Context: an optimization exercise on an open-source flow, tuned for small area, a short achievable clock period and few clock cycles per item. The choices shown serve that exercise and are no tape-out recipe.
In this exercise RTL edits were held to simulation tests only and were not proved equivalent to the original.
Power figures rest on the tool's default switching activity, not on a simulated workload.

<file path="flow/config.mk">
export PLATFORM = sky130hd
export DESIGN_NAME = adjacency_matrix_dfs
export DESIGN_NICKNAME = adjacency_matrix_dfs
export VERILOG_FILES = /design/flow/design.v
export SDC_FILE = /design/flow/constraint.sdc
export NUM_CORES = 4
export LEC_CHECK = 0
export CAP_MARGIN = 20
export CORE_MARGIN = 2
export CORE_UTILIZATION = 40
export SLEW_MARGIN = 20
</file>
<file path="flow/constraint.sdc">
create_clock -name core_clock -period 10.0 [get_ports {clk}]
set_input_delay 2.0000 -clock core_clock [delete_from_list [all_inputs] [get_ports {clk}]]
set_output_delay 2.0000 -clock core_clock [all_outputs]
set_load 0.01 [all_outputs]
</file>
<file path="flow/design.v">
module amd_ram #(
  parameter int Width = 16,
  parameter int Depth = 16
) (
  input  logic                     clk,
  input  logic                     we,
  input  logic [$clog2(Depth)-1:0] addr,
  input  logic [Width-1:0]         wdata,
  output logic [Width-1:0]         rdata
);
  logic [Width-1:0] mem [Depth];
  always_ff @(posedge clk) begin
    if (we) begin
      mem[addr] <= wdata;
    end
    rdata <= mem[addr];
  end
endmodule
module adjacency_matrix_dfs (
  input  logic        clk,
  input  logic        rst_n,
  input  logic        start,
  output logic        busy,
  input  logic [49:0] in_word,
  output logic        out_valid,
  output logic [18:0] out_word
);
  localparam int N = 16;
  localparam logic [1:0] REQ_ADD_VERTEX = 2'd0;
  localparam logic [1:0] REQ_ADD_EDGE = 2'd1;
  localparam logic [1:0] REQ_WALK = 2'd2;
  localparam logic [1:0] ST_OK = 2'd0;
  localparam logic [1:0] ST_FULL = 2'd1;
  localparam logic [1:0] ST_EXISTS = 2'd2;
  localparam logic [1:0] ST_NOT_FOUND = 2'd3;
  logic [49:0] req_r;
  logic req_v_r;
  logic [1:0] rq_type;
  logic [15:0] rq_a, rq_b, rq_w;
  assign rq_type = req_r[49:48];
  assign rq_a = req_r[47:32];
  assign rq_b = req_r[31:16];
  assign rq_w = req_r[15:0];
  logic [15:0] labels_r [N];
  logic [N-1:0] used_r;           
  logic [N-1:0] dup_r;            
  logic [N-1:0] adj_r [N];        
  logic walk_r;                   
  logic [N-1:0] vis_r;            
  logic [N-1:0] held_r;           
  logic [N-1:0] later_r [N];      
  logic [N-1:0] sa, sb;
  logic fa, fb;
  always_comb begin
    for (int i = 0; i < N; i++) begin
      sa[i] = used_r[i] && !dup_r[i] && labels_r[i] == rq_a;
      sb[i] = used_r[i] && !dup_r[i] && labels_r[i] == rq_b;
    end
  end
  assign fa = |sa;
  assign fb = |sb;
  logic do_req;
  assign do_req = req_v_r && !walk_r;
  logic [N-1:0] vis_e, avail, cont, src, row, cand, q;
  logic found;
  always_comb begin
    vis_e = walk_r ? vis_r : sa;
    for (int v = 0; v < N; v++) begin
      avail[v] = |(adj_r[v] & ~vis_e);
    end
    cont = vis_e & avail;
    for (int v = 0; v < N; v++) begin
      logic ok;
      ok = cont[v];
      for (int u = 0; u < N; u++) begin
        if (u > v) ok = ok && (!cont[u] || !later_r[u][v]);
        if (u < v) ok = ok && (!cont[u] || later_r[v][u]);
      end
      src[v] = ok;
    end
    if (!walk_r) src = sa;
    row = '0;
    for (int v = 0; v < N; v++) begin
      row = row | (adj_r[v] & {N{src[v]}});
    end
    cand = row & ~vis_e;
    q = '0;
    for (int v = N - 1; v >= 0; v--) begin
      if (cand[v]) q = N'(1) << v;
    end
  end
  assign found = |cand;
  logic exists;
  assign exists = |(row & sb);
  logic [N-1:0] wslot;
  logic full;
  always_comb begin
    for (int i = 0; i < N; i++) begin
      wslot[i] = !used_r[i] && (i == 0 || used_r[(i == 0) ? 0 : i - 1]);
    end
  end
  assign full = used_r[N-1];
  logic [15:0] held_label;
  always_comb begin
    held_label = '0;
    for (int v = 0; v < N; v++) begin
      held_label = held_label | (labels_r[v] & {16{held_r[v]}});
    end
  end
  logic out_v_nxt;
  logic [18:0] out_nxt;
  logic walk_nxt;
  logic set_edge, add_vert;
  always_comb begin
    out_v_nxt = 1'b0;
    out_nxt = {16'd0, 1'b1, ST_OK};
    walk_nxt = 1'b0;
    set_edge = 1'b0;
    add_vert = 1'b0;
    if (walk_r) begin
      out_v_nxt = 1'b1;
      out_nxt = {held_label, !found, ST_OK};
      walk_nxt = found;
    end else if (req_v_r) begin
      out_v_nxt = 1'b1;
      case (rq_type)
        REQ_ADD_VERTEX: begin
          if (full) out_nxt[1:0] = ST_FULL;
          else add_vert = 1'b1;
        end
        REQ_ADD_EDGE: begin
          if (!fa || !fb) out_nxt[1:0] = ST_NOT_FOUND;
          else if (exists) out_nxt[1:0] = ST_EXISTS;
          else set_edge = rq_w != 16'd0;
        end
        REQ_WALK: begin
          if (!fa) out_nxt[1:0] = ST_NOT_FOUND;
          else begin
            out_nxt = {rq_a, !found, ST_OK};
            walk_nxt = found;
          end
        end
        default: ;
      endcase
    end
  end
  always_ff @(posedge clk) begin
    if (!walk_r) req_r <= in_word;
    if (!rst_n) begin
      req_v_r <= 1'b0;
      walk_r <= 1'b0;
      used_r <= '0;
      out_valid <= 1'b0;
    end else begin
      if (!walk_r) req_v_r <= start;
      walk_r <= walk_nxt;
      if (add_vert) used_r <= used_r | wslot;
      out_valid <= out_v_nxt;
    end
    out_word <= out_nxt;
    vis_r <= vis_e | q;
    held_r <= q;
    for (int i = 0; i < N; i++) begin
      if (add_vert && wslot[i]) begin
        labels_r[i] <= rq_a;
        dup_r[i] <= fa;
      end
      for (int j = 0; j < N; j++) begin
        if (!rst_n) adj_r[i][j] <= 1'b0;
        else if (set_edge && sa[i] && sb[j]) adj_r[i][j] <= 1'b1;
      end
      for (int j = 0; j < i; j++) begin
        if (q[i]) later_r[i][j] <= 1'b1;
        else if (q[j]) later_r[i][j] <= 1'b0;
      end
    end
  end
  assign busy = walk_r;
endmodule
</file>
<file path="flow/run.sh">
#!/bin/bash
# synth_recipe.tcl (not shown) runs the flow's synth.tcl, then flattens the netlist and writes it again
# the make line also repeats each setting of config.mk as NAME=value (left out here)
make -C /OpenROAD-flow-scripts/flow DESIGN_CONFIG=/design/flow/config.mk WORK_HOME=/design/flow/orfs CLKGATE_MAP_FILE= SYNTH_SCRIPT=/design/flow/synth_recipe.tcl finish
</file>
==> reports/qor.yml <==
synthesis:
  yosys.cell_types.count: 102
  synth-main-ff-cell: "dfxtp_1"
  muxShareOfSynthArea: 0.000252
  synth.largest_area_cell: "edfxtp_1"
  syn_area_um2: 39800
  synth_xor_area_frac: 0.114
  synth_seq_cells: 768
  yosysSeqAreaShare: 0.468
  synth_top_area_share: 0.243
  synth_compound_area_frac: 0.218
  synth_fa_ha_area_frac: 0
  ys.warnings.count: 4
  synth.avg_cell_area_um2: 10.2
  synth-simple-area-share: 0.151
  synthCells: 3903
  synth_nets: 3956
  synth_edf_count: 322
  synthTopCellsByArea: "edfxtp_1, dfxtp_1, xnor2_1"
  synth_top_family_by_area: "compound AO/OA/AOI/OAI gates"
  ys_async_sr_fraction: 0
setup_path:
  worstPathMaxFanout: 19
  crit_path_start_kind: "register"
  worstReg2RegEnd: "later_r[15][7]$_SDFFE_PP1P_"
  r2r_slack_ps: 550
  timing.rr.start: "req_r[34]$_DFFE_PN_"
  crit_type: "reg -> reg"
  arrival_ps: 10040
  ff2ff_path_depth: 20
  crit_path_end_kind: "register"
  crit_required_ps: 10590
floorplanning:
  die_w_um: 319
  die_h_um: 319
  die-area_um2: 102000
  core_area_um2: 98400
  rows: 115
  ios: 74
  start_util: 0.404
route:
  drtPass1Iterations: 8
  via_count: 37400
  wire_per_inst_um: 42.1
  drtIter0Drc: 6351
  ant_nets: 0
  drc: 0
  drt_wl_total_um: 229000
  routed_via_density: 6.88
clocking:
  cts_resized: 0
  cts_tree: "yes"
  clk_latency_ps: 720
  cts_hold_buf: 0
  cts_sinks: 768
  cts.clk_slew.worst_paths_ps: 60
  clock_tree.root_cell: "clkbuf_16"
  h-tree-depth: 3
  clockBufferDepth: 3
  cts_inserted_buffers: 88
  postCtsSetupBuffers: 0
finish:
  multi_input_area_um2: 19500
  register_area_um2: 18600
  stdcell_area_um2: 46500
  drive_gt1_frac: 0.143
  finalNetCount: 4129
  final_cell_mix: "dfxtp_1, xnor2_1, edfxtp_1"
  layout_commonest_cell: "dfxtp_1"
  post_layout_nonfiller_instances: 5440
  fillCellCount: 9320
  area_growth_pct: 16.9
hold_path:
  holdCritPathClass: "reg -> reg"
  hold_path_end: "later_r[9][8]$_SDFFE_PP1P_"
  hp-start: "later_r[9][8]$_SDFFE_PP1P_"
  worst_hold_path.num_cells: 1
global_routing:
  grt_overflow: 0
  grt_pass1_wl_um: 308000
  grt_max_degree: 123
  grt.total_usage: 0.438
  grt_pass1_vias: 35200
  antenna_found_initial: 10
timing:
  worstMarginPinSlew_ps: 1340
  period_share: 0.945
  setup_viol: 0
  finalClockSkew_ps: 32.7
  hold_viol: 0
  grt_setup_unrepaired: "no"
  hold-worst-slack_ps: 456
  slew_headroom: 0.0985
  max_freq_ghz: 0.106
  min_period_ps: 9450
  finalSetupTns_ps: 0
  slew_viol_final: 0
placement:
  hpwl_um: 171000
  gp_congestion: 1.10
  placed_area_um2: 43300
  placed_cells: 5269
  port_buffers: 73
job:
  max_cap_viol_count: 0
power:
  pwr_density_cell_nw_per_um2: 154
  p_leak_nw: 17.1
  ir_drop_uv: 133
run_status:
  status: "no timing/DRC/antenna violations"
==> flip-flops by register name, indices dropped and copies added (netlist names) <==
signal	flops
out_word	19
later_r	120
req_r	50
dup_r	16
out_valid	1
adj_r	256
req_v_r	1
used_r	16
labels_r	256
held_r	16
walk_r	1
vis_r	16
==> how the worst max path moves through the flow <==
stage	depth (start not counted)	to	start
after floorplan	21	adj_r[12][13]$_SDFFE_PN0P_	walk_r$_SDFF_PN0_
final	20	later_r[15][7]$_SDFFE_PP1P_	req_r[34]$_DFFE_PN_
after detailed placement	20	later_r[15][7]$_SDFFE_PP1P_	req_r[34]$_DFFE_PN_
after global placement	20	later_r[15][7]$_SDFFE_PP1P_	req_r[34]$_DFFE_PN_
after global routing	20	later_r[15][8]$_SDFFE_PP1P_	req_r[34]$_DFFE_PN_
after CTS	20	later_r[15][7]$_SDFFE_PP1P_	req_r[34]$_DFFE_PN_
==> critical path, cell delays in order (launching register included) <==
cell and delay [ps]:
edfxtp_1 820, buf_4 470, xnor2_1 160, nand2_1 170, nor3_1 690, a21oi_2 390
a2111oi_0 1020, nand3_1 850, o21bai_1 840, o22ai_1 220, nor4_1 770, a22o_1 540
buf_4 310, a221o_1 200, nor3_1 100, a31oi_1 710, nor2b_1 140, nand4b_1 170
or4_1 130, buf_4 290, a21bo_1 240
==> report_power, final <==
group	internal, mW	switching (mW)	leakage [nW]	total (mW)
Sequential	3.27	0.0223	6.54	3.30
Clock	2.09	1.46	1.53	3.55
Combinational	0.113	0.212	9.00	0.325
Total	5.47	1.69	17.1	7.17
==> per-layer routing <==
metal | vias up | share of wire | track usage
met5 | - | 0.00019 | 0
li1 | 15000 | - | -
met1 | 18300 | 0.37 | 0.537
met2 | 3100 | 0.42 | 0.652
met3 | 963 | 0.11 | 0.112
met4 | 6 | 0.10 | 0.356
==> through the flow <==
step           utilization  power, mW  setup slack (ps)
3_3_place_gp         0.440       3.67              1090
6_report             0.473       7.17               548
5_1_grt              0.472       7.30               889
2_1_floorplan            -       3.54              4490
4_1_cts              0.472       7.16              1100
3_5_place_dp         0.440       3.67              1180
==> kinds of logic (layout without fill, tap and decap cells) <==
kind of cell | after synthesis | count (layout)
multiplexers | 1 | 1
XOR/XNOR | 512 | 512
other | 0 | 3
flip-flops | 768 | 768
buffers and inverters | 400 | 647
AND/OR/NAND/NOR | 1083 | 1083
AO/OA/AOI/OAI | 1139 | 1139
==> area by class of cell <==
cell class                 count  area share
multi-input combinational   2735       0.418
sequential                   768       0.400
timing repair buffer         356      0.0692
clock buffer                 125      0.0561
tap                         1287      0.0346
clock inverter                39      0.0113
inverter                     127      0.0103
antenna                        3    0.000161
==> synthesized netlist by cell type (all sizes together) (9+ instances only) <==
master	count
nand2	308
clkbuf	153
a2111oi	33
nor2b	28
and4	14
and2	75
a21oi	122
a221oi	43
xnor2	412
buf	120
a22oi	163
dfxtp	446
o21bai	10
a21o	54
o211ai	32
nor4	79
o311ai	14
o221ai	12
nand3	92
nor2	181
nor4b	16
o2bb2ai	27
a211oi	13
or2	19
a22o	251
nand4	182
a31o	65
xor2	100
nand2b	9
o2111ai	58
o22ai	27
nor3	41
inv	125
edfxtp	322
o21ai	163
Testbench counts, summed over its fixed seeds: cycles 6,308, items 1,600.

[what the ideal ports hide]
The flow's constraints put no driver on any port. The routed layout listed below was extracted and timed again, unchanged, in two steps. Step 1 assumes that a clkbuf_16 drives the clock port and a buf_2 every other input. Step 2 moves the port delays by t, midway between the first and last clock arrival at a register: inputs arrive t later, outputs are due t later. That takes back most of the time a late clock gives input paths. a / b / c = ideal / step 1 / step 2; a / b = the first two.
shift t [ns]: 0.778
setup WS [ns]: 0.548 / 0.548 / 0.548
hold WS [ns]: 0.456 / 0.456 / 0.456
After both steps this run still meets setup and hold. For this run, drivers alone change the setup slack by 0.000 ns; drivers and shift together by 0.000 ns.
